From an optimization exercise on the open Yosys and OpenROAD flow, aimed at a short achievable clock period and few clock cycles per item; shortcuts taken in it are not production practice.
In this exercise RTL edits were held to simulation tests only and were not proved equivalent to the original.
Power and IR drop assume default switching activity.

**flow/run.sh**
```bash
#!/bin/bash
# synth_recipe.tcl (not shown) runs the flow's synth.tcl, then flattens the netlist and writes it again
# the make line also repeats each setting of config.mk as NAME=value (left out here)
make -C /OpenROAD-flow-scripts/flow DESIGN_CONFIG=/design/flow/config.mk WORK_HOME=/design/flow/orfs CLKGATE_MAP_FILE= SYNTH_SCRIPT=/design/flow/synth_recipe.tcl finish
```
**flow/config.mk**
```make
export PLATFORM = sky130hd
export DESIGN_NAME = wb_subsys
export DESIGN_NICKNAME = wb_subsys
export VERILOG_FILES = /design/flow/design.v
export SDC_FILE = /design/flow/constraint.sdc
export NUM_CORES = 4
export LEC_CHECK = 0
export CAP_MARGIN = 20
export CORE_MARGIN = 2
export CORE_UTILIZATION = 40
export SLEW_MARGIN = 20
```
**flow/constraint.sdc**
```tcl
create_clock -name core_clock -period 5.5 [get_ports {clk}]
set_input_delay 1.1000 -clock core_clock [delete_from_list [all_inputs] [get_ports {clk}]]
set_output_delay 1.1000 -clock core_clock [all_outputs]
set_load 0.01 [all_outputs]
```
**flow/design.v**
```verilog
`default_nettype none
package wb_pkg;
	localparam int ADDR_W = 32;
	localparam int DATA_W = 64;
	localparam int OFFSET_W = 3;
	localparam int ID_W = 4;
	localparam int LINE_W = ADDR_W + DATA_W;
	typedef logic [ADDR_W-1:0] addr_t;
	typedef logic [DATA_W-1:0] data_t;
	typedef logic [ID_W-1:0] axi_id_t;
	typedef enum logic {
		WBQ_IDLE,	 
		WBQ_READY	 
	} wbq_state_t;
endpackage
`default_nettype wire
`default_nettype none
module wb_fifo #(
	parameter int DEPTH = 4,
	parameter int WIDTH = 8
) (
	input  logic             clk,
	input  logic             rst_n,
	input  logic             push_i,
	input  logic [WIDTH-1:0] push_data_i,
	output logic             afull_o,
	output logic             empty_o,
	input  logic             pop_i,
	output logic [WIDTH-1:0] head_o
);
	localparam int PTR_W = (DEPTH > 1) ? $clog2(DEPTH) : 1;
	localparam int CNT_W = $clog2(DEPTH + 1);
	logic [WIDTH-1:0] mem [DEPTH];
	logic [PTR_W-1:0] wptr_q;
	logic [PTR_W-1:0] rptr_q;
	logic [CNT_W-1:0] count_q;
	logic             do_push;
	logic             do_pop;
	assign do_push = push_i && (count_q != CNT_W'(DEPTH));
	assign do_pop  = pop_i && (count_q != '0);
	always_ff @(posedge clk) begin
		if (!rst_n) begin
			wptr_q  <= '0;
			rptr_q  <= '0;
			count_q <= '0;
		end else begin
			if (do_push) begin
				wptr_q <= (wptr_q == PTR_W'(DEPTH - 1)) ? '0 : wptr_q + 1'b1;
			end
			if (do_pop) begin
				rptr_q <= (rptr_q == PTR_W'(DEPTH - 1)) ? '0 : rptr_q + 1'b1;
			end
			case ({do_push, do_pop})
				2'b10:   count_q <= count_q + 1'b1;
				2'b01:   count_q <= count_q - 1'b1;
				default: count_q <= count_q;
			endcase
		end
	end
	always_ff @(posedge clk) begin
		if (do_push) begin
			mem[wptr_q] <= push_data_i;
		end
	end
	assign head_o  = mem[rptr_q];	 
	assign empty_o = (count_q == '0);
	assign afull_o = (count_q >= CNT_W'(DEPTH - 1));
endmodule
`default_nettype wire
`default_nettype none
module wb_queue #(
	parameter int FIFO_DEPTH = 4
) (
	input  logic          clk,
	input  logic          rst_n,
	input  logic          push_i,
	input  wb_pkg::addr_t push_addr_i,
	input  wb_pkg::data_t push_data_i,
	output logic          afull_o,
	output logic          req_o,
	output wb_pkg::addr_t addr_o,
	output wb_pkg::data_t data_o,
	input  logic          gnt_ready_i
);
	wb_pkg::wbq_state_t state_q;
	wb_pkg::wbq_state_t state_d;
	logic [wb_pkg::LINE_W-1:0] fifo_head;
	logic                      fifo_empty;
	logic                      fifo_pop;
	logic                      load;
	wb_pkg::addr_t             head_addr;
	wb_pkg::addr_t             addr_q;
	wb_pkg::data_t             data_q;
	wb_fifo #(
		.DEPTH (FIFO_DEPTH),
		.WIDTH (wb_pkg::LINE_W)
	) u_fifo (
		.clk         (clk),
		.rst_n       (rst_n),
		.push_i      (push_i),
		.push_data_i ({push_addr_i, push_data_i}),
		.afull_o     (afull_o),
		.empty_o     (fifo_empty),
		.pop_i       (fifo_pop),
		.head_o      (fifo_head)
	);
	assign head_addr = fifo_head[wb_pkg::DATA_W +: wb_pkg::ADDR_W];
	always_comb begin
		state_d  = state_q;
		load     = 1'b0;
		fifo_pop = 1'b0;
		case (state_q)
			wb_pkg::WBQ_IDLE: begin
				if (!fifo_empty) begin
					load    = 1'b1;
					state_d = wb_pkg::WBQ_READY;
				end
			end
			wb_pkg::WBQ_READY: begin
				if (gnt_ready_i) begin
					fifo_pop = 1'b1;
					state_d  = wb_pkg::WBQ_IDLE;
				end
			end
			default: state_d = wb_pkg::WBQ_IDLE;
		endcase
	end
	always_ff @(posedge clk) begin
		if (!rst_n) begin
			state_q <= wb_pkg::WBQ_IDLE;
		end else begin
			state_q <= state_d;
		end
	end
	always_ff @(posedge clk) begin
		if (load) begin
			addr_q <= {head_addr[wb_pkg::ADDR_W-1:wb_pkg::OFFSET_W],
				{wb_pkg::OFFSET_W{1'b0}}};	 
			data_q <= fifo_head[wb_pkg::DATA_W-1:0];
		end
	end
	assign req_o  = (state_q == wb_pkg::WBQ_READY);	 
	assign addr_o = addr_q;
	assign data_o = data_q;
endmodule
`default_nettype wire
`default_nettype none
module evict_router #(
	parameter int NUM_BANKS = 4
) (
	input  logic                 evict_i,
	input  wb_pkg::addr_t        evict_addr_i,
	input  logic [NUM_BANKS-1:0] bank_afull_i,
	output logic [NUM_BANKS-1:0] push_o,
	output logic                 evict_afull_o
);
	localparam int BANK_W = (NUM_BANKS > 1) ? $clog2(NUM_BANKS) : 1;
	logic [BANK_W-1:0] bank_sel;
	generate
		if (NUM_BANKS > 1) begin : g_decode
			assign bank_sel = evict_addr_i[wb_pkg::OFFSET_W +: BANK_W];
		end else begin : g_single
			assign bank_sel = '0;
		end
	endgenerate
	always_comb begin
		push_o = '0;
		for (int k = 0; k < NUM_BANKS; k++) begin
			if (evict_i && (bank_sel == BANK_W'(k))) begin
				push_o[k] = 1'b1;
			end
		end
	end
	assign evict_afull_o = |bank_afull_i;
endmodule
`default_nettype wire
`default_nettype none
module axi_wr_arbiter #(
	parameter int NUM_BANKS = 4
) (
	input  logic                 clk,
	input  logic                 rst_n,
	input  logic [NUM_BANKS-1:0] req_i,
	input  logic [NUM_BANKS-1:0][wb_pkg::ADDR_W-1:0] addr_i,
	input  logic [NUM_BANKS-1:0][wb_pkg::DATA_W-1:0] data_i,
	output logic [NUM_BANKS-1:0] gnt_ready_o,
	output wb_pkg::axi_id_t      awid_o,
	output wb_pkg::addr_t        awaddr_o,
	output logic                 awvalid_o,
	input  logic                 awready_i,
	output wb_pkg::axi_id_t      wid_o,
	output wb_pkg::data_t        wdata_o,
	output logic                 wvalid_o,
	input  logic                 wready_i
);
	localparam int IDX_W = (NUM_BANKS > 1) ? $clog2(NUM_BANKS) : 1;
	logic [IDX_W-1:0] last_q;	 
	logic             locked_q;
	logic [IDX_W-1:0] lock_idx_q;
	logic [IDX_W-1:0] pick;
	logic             found;
	logic [IDX_W-1:0] sel;
	logic             valid;
	logic             handshake;
	always_comb begin
		pick  = last_q;
		found = 1'b0;
		for (int i = 1; i <= NUM_BANKS; i++) begin
			if (!found && req_i[(int'(last_q) + i) % NUM_BANKS]) begin
				pick  = IDX_W'((int'(last_q) + i) % NUM_BANKS);
				found = 1'b1;
			end
		end
	end
	assign sel       = locked_q ? lock_idx_q : pick;
	assign valid     = locked_q || found;
	assign handshake = valid && awready_i && wready_i;
	always_comb begin
		gnt_ready_o = '0;
		gnt_ready_o[sel] = handshake;
	end
	always_ff @(posedge clk) begin
		if (!rst_n) begin
			last_q     <= '0;
			locked_q   <= 1'b0;
			lock_idx_q <= '0;
		end else if (handshake) begin
			last_q   <= sel;
			locked_q <= 1'b0;
		end else if (valid) begin
			locked_q   <= 1'b1;
			lock_idx_q <= sel;
		end
	end
	assign awvalid_o = valid;
	assign wvalid_o  = valid;
	assign awid_o    = wb_pkg::axi_id_t'(sel);
	assign wid_o     = wb_pkg::axi_id_t'(sel);
	assign awaddr_o  = addr_i[sel];
	assign wdata_o   = data_i[sel];
endmodule
`default_nettype wire
`default_nettype none
module wb_subsys #(
	parameter int NUM_BANKS  = 4,
	parameter int FIFO_DEPTH = 4
) (
	input  logic            clk,
	input  logic            rst_n,
	input  logic            evict_i,
	input  wb_pkg::addr_t   evict_addr_i,
	input  wb_pkg::data_t   evict_data_i,
	output logic            evict_afull_o,
	output wb_pkg::axi_id_t awid_o,
	output wb_pkg::addr_t   awaddr_o,
	output logic            awvalid_o,
	input  logic            awready_i,
	output wb_pkg::axi_id_t wid_o,
	output wb_pkg::data_t   wdata_o,
	output logic            wvalid_o,
	input  logic            wready_i
);
	logic [NUM_BANKS-1:0] push;
	logic [NUM_BANKS-1:0] bank_afull;
	logic [NUM_BANKS-1:0] req;
	logic [NUM_BANKS-1:0] gnt_ready;
	logic [NUM_BANKS-1:0][wb_pkg::ADDR_W-1:0] q_addr;
	logic [NUM_BANKS-1:0][wb_pkg::DATA_W-1:0] q_data;
	evict_router #(
		.NUM_BANKS (NUM_BANKS)
	) u_router (
		.evict_i       (evict_i),
		.evict_addr_i  (evict_addr_i),
		.bank_afull_i  (bank_afull),
		.push_o        (push),
		.evict_afull_o (evict_afull_o)
	);
	generate
		for (genvar k = 0; k < NUM_BANKS; k++) begin : g_bank
			wb_queue #(
				.FIFO_DEPTH (FIFO_DEPTH)
			) u_queue (
				.clk         (clk),
				.rst_n       (rst_n),
				.push_i      (push[k]),
				.push_addr_i (evict_addr_i),
				.push_data_i (evict_data_i),
				.afull_o     (bank_afull[k]),
				.req_o       (req[k]),
				.addr_o      (q_addr[k]),
				.data_o      (q_data[k]),
				.gnt_ready_i (gnt_ready[k])
			);
		end
	endgenerate
	axi_wr_arbiter #(
		.NUM_BANKS (NUM_BANKS)
	) u_arbiter (
		.clk         (clk),
		.rst_n       (rst_n),
		.req_i       (req),
		.addr_i      (q_addr),
		.data_i      (q_data),
		.gnt_ready_o (gnt_ready),
		.awid_o      (awid_o),
		.awaddr_o    (awaddr_o),
		.awvalid_o   (awvalid_o),
		.awready_i   (awready_i),
		.wid_o       (wid_o),
		.wdata_o     (wdata_o),
		.wvalid_o    (wvalid_o),
		.wready_i    (wready_i)
	);
endmodule
`default_nettype wire
```
==> summary.md <==
* **number of standard cells after synthesis** 3156
* **GRT Residual Overflow** 0
* **antenna-violating nets left** 0
* **NumNets Final** 3586
* **post-placement cell count** 5635
* **P&R area growth vs syn** 15.89%
* **synth top area cells** edfxtp_1 (77%), mux4_2 (12%), mux2_2 (2.9%), a222oi_1 (2.6%), mux2i_1 (1.4%)
* **number of buffers on the longest clock path** 3
* **period utilisation layout** 96.62%
* **antenna violations before repair** 17
* **crit-path leading delay family** buffers and inverters
* **headroom to the max-slew limit** 23.80%
* **detailed-routing iteration count for the pre-antenna-repair pass** 9
* **number of hold violations in the final report** 0
* **flip-flop and latch count after synthesis** 1897
* **Synth Cell Area** 0.07229 mm2
* **yosys synthesis warning count** 4
* **sw frac** 23.29%
* **CTS H-tree depth** 4
* **multiplexer fraction of the synthesized cell area** 15.88%
* **share of synthesized area occupied by flip-flops and latches** 78.29%
* **hold buffer count at cts** 0
* **static leakage power** 25.70 nW
* **via-per-instance ratio** 5.731
* **peak clock frequency supported by timing** 188.2 MHz
* **routed wire length** 177200 um
* **Die Outline Area** 0.1841 mm2
* **cell accounting for the most synthesized area** edfxtp_1
* **global placer's final weighted congestion** 0.7399
* **HP Class** reg -> reg
* **arithmetic-cell share of the synthesized area counting full adders, half adders and majority gates** 0.5435%
* **critical path data arrival time** 4.21 ns
* **port buffer count** 197
* **internal power contribution** 24.61 mW
* **slack of the critical path** 0.1860 ns
* **setup repair after global routing missed its margin** false
* **maximum fanout along the worst path** 15
* **endpoint kind of the worst setup timing path** output pin
* **count of fill cells added during filler insertion** 14677
* **height of the die** 429.1 um
* **Reg power frac** 50.7%
* **HPWL after detailed placement** 92420 um
* **WP buf/inv** 3
* **synthesized-area fraction occupied by ao, oa, aoi and oai cells** 3.050%
* **kind of start point of the critical path** register
* **starting density of the core** 40.13%
* **most used cells in the layout excluding fill and tap cells** edfxtp_1 (1860), mux4_2 (372), clkdlybuf4s50_1 (197)
* **clock insertion delay at the later pin of the skew report** 0.83 ns
* **critical-path cell with the highest stage delay** clkdlybuf4s50_1
* **global-route total usage across every layer** 19.07%
* **number of setup violations in the final report** 0
* **fraction of layout instances using a drive strength above 1** 26.23%
* **DRC violation count after routing** 0
* **power density normalized to cell area** 382.9 mW/mm2
* **Initial DRC Count** 3499
* **most common cell after layout, fill and taps aside** edfxtp_1
* **clock tree from TritonCTS** built
* **dominant combinational cell family by area after synthesis** multiplexers
* **detail-routed net length per standard cell** 29.62 um
* **minimum period implied by the final worst setup slack** 5.314 ns
* **fin cells** 5983
* **total CTS buffers** 186
* **vias post-DR** 34289
* **Worst Tran Pin Value** 1.143 ns
* **Top Ports** 208
* **wire length of the first global-routing pass** 253400 um
* **maximum number of pins on one net before global-route repair** 96
* **part of the total power dissipated in the clock network** 38.6%
* **worst vdd ir** 0.2482 mV
* **FFs w/ async S/R, synth** 0%
* **placement-stage cell area** 0.07783 mm2
* **Std-Cell Rows** 156
* **number of max-cap violations** 0
* **commonest register cell after synthesis** edfxtp_1
* **clock-pin transition on the worst setup and hold timing paths** 0.06 ns
* **run status** no timing/DRC/antenna violations
* **max-slew violation count** 0
* **core area** 0.1802 mm2
* **via count of the first global-routing pass** 35398
* **clk sink count** 1897
* **horizontal die dimension** 429.1 um
* **EDFF count, synth** 1860
* **largest stage delay on the critical path** 0.60 ns
* **post-placement worst setup slack** 0.8556 ns
* **required time of the critical path** 4.40 ns
* **switching component of the power** 7.470 mW
* **skew final** 0.03245 ns
* **Cell variety after synth** 55
* **Crit Path Class** reg -> out
* **fraction of the mapped netlist area in simple logic gates** 0.7667%
* **power share of the combinational group** 10.7%
* **xor/xnor cell area share of the yosys netlist** 0.09692%
* **CP Cell Sequence** and2b_1 -> or3b_1 -> a22oi_4 -> or2_4 -> buf_12 -> buf_4 -> mux2i_1 -> clkdlybuf4s50_1
* **final instance area** 0.08378 mm2
* **TNS Setup** 0 ns
* **mean area per synthesized cell** 22.91 um2
* **fraction of synthesized cell area taken by the top area cell type** 77.26%
* **clock root cell** clkbuf_16
registers in the layout (all words and copies together), names as in the netlist:
name,cells
g_bank.u_queue.addr_q,116
g_bank.u_queue.u_fifo.mem,1488
g_bank.u_queue.state_q,4
u_arbiter.locked_q,1
g_bank.u_queue.u_fifo.wptr_q,8
g_bank.u_queue.u_fifo.rptr_q,8
g_bank.u_queue.u_fifo.count_q,12
u_arbiter.last_q,2
u_arbiter.lock_idx_q,2
g_bank.u_queue.data_q,256
kinds of logic after synthesis:
| family | Yosys count |
|---|---|
| adders and majority gates | 29 |
| AOI/OAI and AO/OA | 237 |
| and+or+nand+nor | 105 |
| xor gates and xnor gates | 8 |
| muxes | 659 |
| other | 1 |
| buffers and inverters | 220 |
| DFF | 1897 |
tightest hold or removal path: stages, from the launching register on:
cell and delay, ns:
dfxtp_1 0.33, nand3_1 0.07, o31ai_1 0.06
cell type report:
type                    count  area, um2  share of cell area, %
flip-flops and latches   1897      56630                  67.59
multi-input cells        1045      14830                  17.70
clock buffers             230       4862                  5.803
repair buffers            298       3339                  3.986
well taps                2370       2965                  3.539
clock inverters           108       1032                  1.232
inverters                  28      105.1                 0.1254
diodes                      7      17.52                0.02091
stage by stage:
| stage | power (mW) | hold slack [ns] | utilization [%] |
|---|---|---|---|
| 4_1_cts | 32.37 | 0.5090 | 46.47 |
| 2_1_floorplan | 18.18 | 0.4568 | - |
| 5_1_grt | 33.06 | 0.5351 | 46.50 |
| 3_5_place_dp | 20.04 | 0.5011 | 43.20 |
| 6_report | 32.08 | 0.5079 | 46.50 |
| 3_3_place_gp | 19.99 | 0.4807 | 43.20 |
power groups by stage:
stage | registers [mW] | clock network (mW) | logic (mW)
final | 16.3 | 12.4 | 3.42
after global routing | 16.3 | 13.2 | 3.59
after CTS | 16.3 | 12.6 | 3.47
after detailed placement | 16.6 | 0 | 3.46
after global placement | 16.6 | 0 | 3.43
after floorplan | 16.5 | 0 | 1.64
worst paths after layout:
check | startpoint | endpoint | slack, ns | cells past startpoint
worst min register to register | u_arbiter.lock_idx_q[0]$_SDFFE_PN0P_ | u_arbiter.lock_idx_q[0]$_SDFFE_PN0P_ | 0.51 | 2
worst max register to register | u_arbiter.last_q[1]$_SDFFE_PN0P_ | g_bank[3].u_queue.u_fifo.count_q[2]$_SDFFE_PN0P_ | 0.85 | 14
worst min-delay path | u_arbiter.lock_idx_q[0]$_SDFFE_PN0P_ | u_arbiter.lock_idx_q[0]$_SDFFE_PN0P_ | 0.51 | 2
worst max-delay path | u_arbiter.last_q[1]$_SDFFE_PN0P_ | wdata_o[24] | 0.19 | 8
synthesized netlist by cell type (all sizes together), types with 2 or more instances:
master     n
buf       88
mux4     372
and2      16
o21ai     12
a222oi   186
mux2i    101
o41ai      2
o31ai      2
xor2       8
or4        3
a22oi      3
clkbuf   104
nand2     17
a311oi     2
ha        25
mux2     186
or3b       2
fa         4
edfxtp  1860
or3        7
nor2b      6
nor3       5
inv       27
a21oi     17
o21bai     2
dfxtp     37
nor3b      4
nand3      5
nor2      32
a31oi      5
routing by layer:
layer	wire, um	up-vias	global-route usage (%)
li1	-	14260	-
met1	69720	18588	24.14
met5	52	-	0
met4	4402	8	5.758
met3	10160	272	3.230
met2	92890	1161	33.54
repair_timing:
action	4_1_cts	5_1_grt
endpoints found under the setup margin	0	1
gates resized for setup	0	1
setup buffers	0	2

==> afterwards: timing with drivers on the ports <==
How much do the figures lean on ideal ports? The routed layout below was timed once more, with nothing changed but the port constraints.
Step 1, drivers: a clkbuf_16 drives clk and a buf_2 each remaining input, both assumed.
Step 2 also shifts input and output timing later by t, the mid clock arrival at the registers, as if the neighbouring blocks saw the same clock.
Three values: no drivers, after step 1, after step 2; two values: the first two.
t, ns: 0.892
setup slack, ns: 0.186 / 0.103 / 0.852
worst hold slack (ns): 0.508 / 0.508 / 0.508
After both steps setup and hold are still met in this run. For this run, drivers alone change the setup slack by -0.083 ns; drivers and shift together by +0.666 ns.
